From an optimization exercise on the open Yosys and OpenROAD flow, aimed at small area, a short achievable clock period and few clock cycles per item; shortcuts taken in it are not production practice.
Only simulation tests tie the RTL to the original design; equivalence was not proved.
No activity file was given, so power comes from the tool's default toggle rates.

## job 3664
// dual_mode_word_queue
module dual_mode_word_queue #(
  parameter int DEPTH      = 16,
  parameter int WORD_WIDTH = 32
) (
  input  logic                           clk,
  input  logic                           rst,
  input  logic                           cfg_we,
  input  logic [dmwq_pkg::CFG_IDX_W-1:0] cfg_index,
  input  logic [dmwq_pkg::CAP_W-1:0]     cfg_data,
  input  logic                           in_valid,
  output logic                           in_ready,
  input  logic [1:0]                     kind,
  input  logic [WORD_WIDTH-1:0]          data_word,
  input  logic [3:0]                     position,
  output logic                           out_valid,
  input  logic                           out_ready,
  output logic [2:0]                     status,
  output logic [WORD_WIDTH-1:0]          read_word,
  output logic [dmwq_pkg::CAP_W-1:0]     count,
  output logic                           full_res,
  output logic                           empty_res
);
For scale: ~1400 cells after synthesis.
clock: 5.0 ns
lec_check: 0
abc_clock_period_in_ps: 2000
cap_margin: 20
core_margin: 2
core_utilization: 40
cts_cluster_diameter: 60
cts_cluster_size: 30
setup_slack_margin: 2.85
slew_margin: 20
run.sh (not shown) runs the stock make flow with config.mk's settings and CLKGATE_MAP_FILE= SYNTH_SCRIPT=/design/flow/synth_recipe.tcl, a recipe that flattens the netlist after the stock synthesis.
Testbench counts of job 3664, summed over its fixed seeds: cycles 10,915, items 10,787.
What job 8845 does differently from job 3664 at the input level:
# job 3664
export LEC_CHECK = 0
export ABC_CLOCK_PERIOD_IN_PS = 2000
export CAP_MARGIN = 20
export CORE_MARGIN = 2
export CORE_UTILIZATION = 40
export CTS_CLUSTER_DIAMETER = 60
export CTS_CLUSTER_SIZE = 30
export SETUP_SLACK_MARGIN = 2.85
export SLEW_MARGIN = 20
create_clock -name core_clock -period 5.0 [get_ports {clk}]
# job 8845
export LEC_CHECK = 0
export ABC_CLOCK_PERIOD_IN_PS = 2000
export CAP_MARGIN = 20
export CORE_MARGIN = 2
export CORE_UTILIZATION = 50
export SETUP_SLACK_MARGIN = 2.75
export SLEW_MARGIN = 20
export SYNTH_HIERARCHICAL = 1
export SYNTH_MINIMUM_KEEP_SIZE = 0
create_clock -name core_clock -period 5.0 [get_ports {clk}]
## What came out
Job 8845: PASS, flow complete, no timing, DRC or antenna violations
Measured against job 3664, the number of tap instances of job 8845 comes out at 0.849 times the reference value.
[compare] base=job 3664 new=job 8845: number of buffers added by the clock tree synthesis step up 23, count of multi-input gates shows an increase of about 1.8%, final HPWL from detailed placement shrank by about 3.5%, data required time at the worst endpoint higher.
Changes observed in job 8845 relative to job 3664: count of sequential standard cells has remained practically unchanged, final worst setup slack has decreased, normalized max-slew margin has increased.
Job 8845 ended up with a lower width of the die than job 3664 did.
Critical path depth delta for job 8845 relative to job 3664: 5 higher
The lower met3 demand-to-capacity share in global routing came out of job 8845.
> inputs changed (job 8845 -> job 4158)
# job 8845
export LEC_CHECK = 0
export ABC_CLOCK_PERIOD_IN_PS = 2000
export CAP_MARGIN = 20
export CORE_MARGIN = 2
export CORE_UTILIZATION = 50
export SETUP_SLACK_MARGIN = 2.75
export SLEW_MARGIN = 20
export SYNTH_HIERARCHICAL = 1
export SYNTH_MINIMUM_KEEP_SIZE = 0
create_clock -name core_clock -period 5.0 [get_ports {clk}]
# job 4158
export LEC_CHECK = 0
export ABC_CLOCK_PERIOD_IN_PS = 2000
export CAP_MARGIN = 20
export CORE_MARGIN = 2
export CORE_UTILIZATION = 40
export SETUP_SLACK_MARGIN = 2.75
export SLEW_MARGIN = 20
create_clock -name core_clock -period 5.0 [get_ports {clk}]
## What came out
- Of job 4158 and job 8845, job 8845 shows the higher number of multi-input logic gates, with job 4158 below it.
- Switching fraction of total power (lower): job 8845
- ~same sequential standard cell area in job 4158 and job 8845
- Relative to job 8845, non-clock buffer count increased by 5 in job 4158.
- Total power of job 4158 exceeds that of job 8845 by a few percent.
- Setup slack: job 4158 better than job 8845
- Final hold slack (higher): job 8845
- The total global routing track utilization of job 4158 falls short of that of job 8845 by 3.2 points.
- Diff job 4158..job 8845 | number of buffer and inverter instances along the worst setup path | unchanged
- Job 4158 has combinational cell power above what job 8845 had.
- Job 4158: full flow OK, the timing, design-rule and antenna checks passed
Here is what was changed in the inputs of job 9655 compared with job 4158.
# job 4158
export LEC_CHECK = 0
export ABC_CLOCK_PERIOD_IN_PS = 2000
export CAP_MARGIN = 20
export CORE_MARGIN = 2
export CORE_UTILIZATION = 40
export SETUP_SLACK_MARGIN = 2.75
export SLEW_MARGIN = 20
create_clock -name core_clock -period 5.0 [get_ports {clk}]
# job 9655
export LEC_CHECK = 0
export ABC_CLOCK_PERIOD_IN_PS = 2000
export CAP_MARGIN = 20
export CORE_MARGIN = 2
export CORE_UTILIZATION = 45
export SETUP_SLACK_MARGIN = 2.75
export SLEW_MARGIN = 20
export SYNTH_HIERARCHICAL = 1
export SYNTH_MINIMUM_KEEP_SIZE = 0
create_clock -name core_clock -period 5.0 [get_ports {clk}]
--- outcome ---
The synthesis-to-finish area growth in job 9655 sits 2.8 points below the value recorded for job 4158. Floorplan die area in job 9655 is 9.2% below job 4158. When job 9655 is measured against job 4158, its number of filler instances in the final layout turns out 665 lower. Min count of cell instances traversed by the critical path across job 9655 and job 4158: job 4158. When the final numbers for job 9655 and job 4158 were put side by side, the simple-gate area share of the yosys netlist turned out to be smaller in job 4158. Job 9655 completed end to end with timing, DRC and antenna clean. Number of antenna violations at the first check in global routing ends up lower on job 4158.
> inputs changed (job 9655 -> job 1691)
# job 9655
export LEC_CHECK = 0
export ABC_CLOCK_PERIOD_IN_PS = 2000
export CAP_MARGIN = 20
export CORE_MARGIN = 2
export CORE_UTILIZATION = 45
export SETUP_SLACK_MARGIN = 2.75
export SLEW_MARGIN = 20
export SYNTH_HIERARCHICAL = 1
export SYNTH_MINIMUM_KEEP_SIZE = 0
create_clock -name core_clock -period 5.0 [get_ports {clk}]
# job 1691
export LEC_CHECK = 0
export ABC_CLOCK_PERIOD_IN_PS = 2000
export CAP_MARGIN = 20
export CORE_MARGIN = 2
export CORE_UTILIZATION = 40
export CTS_CLUSTER_DIAMETER = 60
export CTS_CLUSTER_SIZE = 30
export SETUP_SLACK_MARGIN = 2.75
export SLEW_MARGIN = 20
create_clock -name core_clock -period 5.0 [get_ports {clk}]
==> run summary <==
- Job 1691: count of placed standard cells including taps is 81 higher than what job 9655 reported.
- For power, dividing the value from job 9655 by the value from job 1691 gives 1.07.
- Run comparison: job 1691 top metal layer carrying routed signals met4; job 9655 top metal layer carrying routed signals met5
- Final weighted congestion of routability-driven global placement sits lower in job 1691 than in job 9655.
- Where final critical-path required period is concerned, job 9655 is outperformed by job 1691.
- Between job 1691 and job 9655, it is job 1691 whose detailed placer's ending HPWL is higher, by 3.1%.
- Looking at fraction of power spent switching nets across job 9655 and job 1691, the one that comes out lower is job 9655.
- [compare] base=job 9655 new=job 1691: number of multi-input logic gates decreased by about 1.6% relative to the old numbers, total combinational power shows an increase of 3.2%, global routing met3 resource utilization lower, wire length of the first global-routing pass grew by about 7%, overall die area rose about 10%.

port drivers added, routing unchanged:
In the flow no input, the clock included, has a driving cell. The finished layouts below were timed again as built, in two steps. Step 1 (the two cells are an assumption about what drives the block):
set clk [get_ports {clk}]
set_driving_cell -lib_cell sky130_fd_sc_hd__clkbuf_16 $clk
set_driving_cell -lib_cell sky130_fd_sc_hd__buf_2 [delete_from_list [all_inputs] $clk]
Step 2 adds t to the input delays and takes it off the output delays; t is the mean of the earliest and latest rising clock arrival at the registers after step 1. Input paths then give back, and output paths get back, about the clock's delay inside the block. Three values: ideal ports, drivers, drivers and shift; two values: the first two.
run	t (ns)	slack for setup (ns)	worst register clock-pin slew, ns
job 3664	0.653	2.830 / 2.775 / 2.233	0.11 / 0.11
job 8845	0.634	2.764 / 2.732 / 2.166	0.06 / 0.06
job 4158	0.653	2.787 / 2.727 / 2.218	0.07 / 0.07
job 9655	0.655	2.750 / 2.716 / 2.166	0.06 / 0.06
job 1691	0.656	2.782 / 2.727 / 2.153	0.11 / 0.11
After both steps every run listed still meets setup and hold. For job 1691, which loses most, drivers alone change the setup slack by -0.055 ns; drivers and shift together by -0.629 ns.
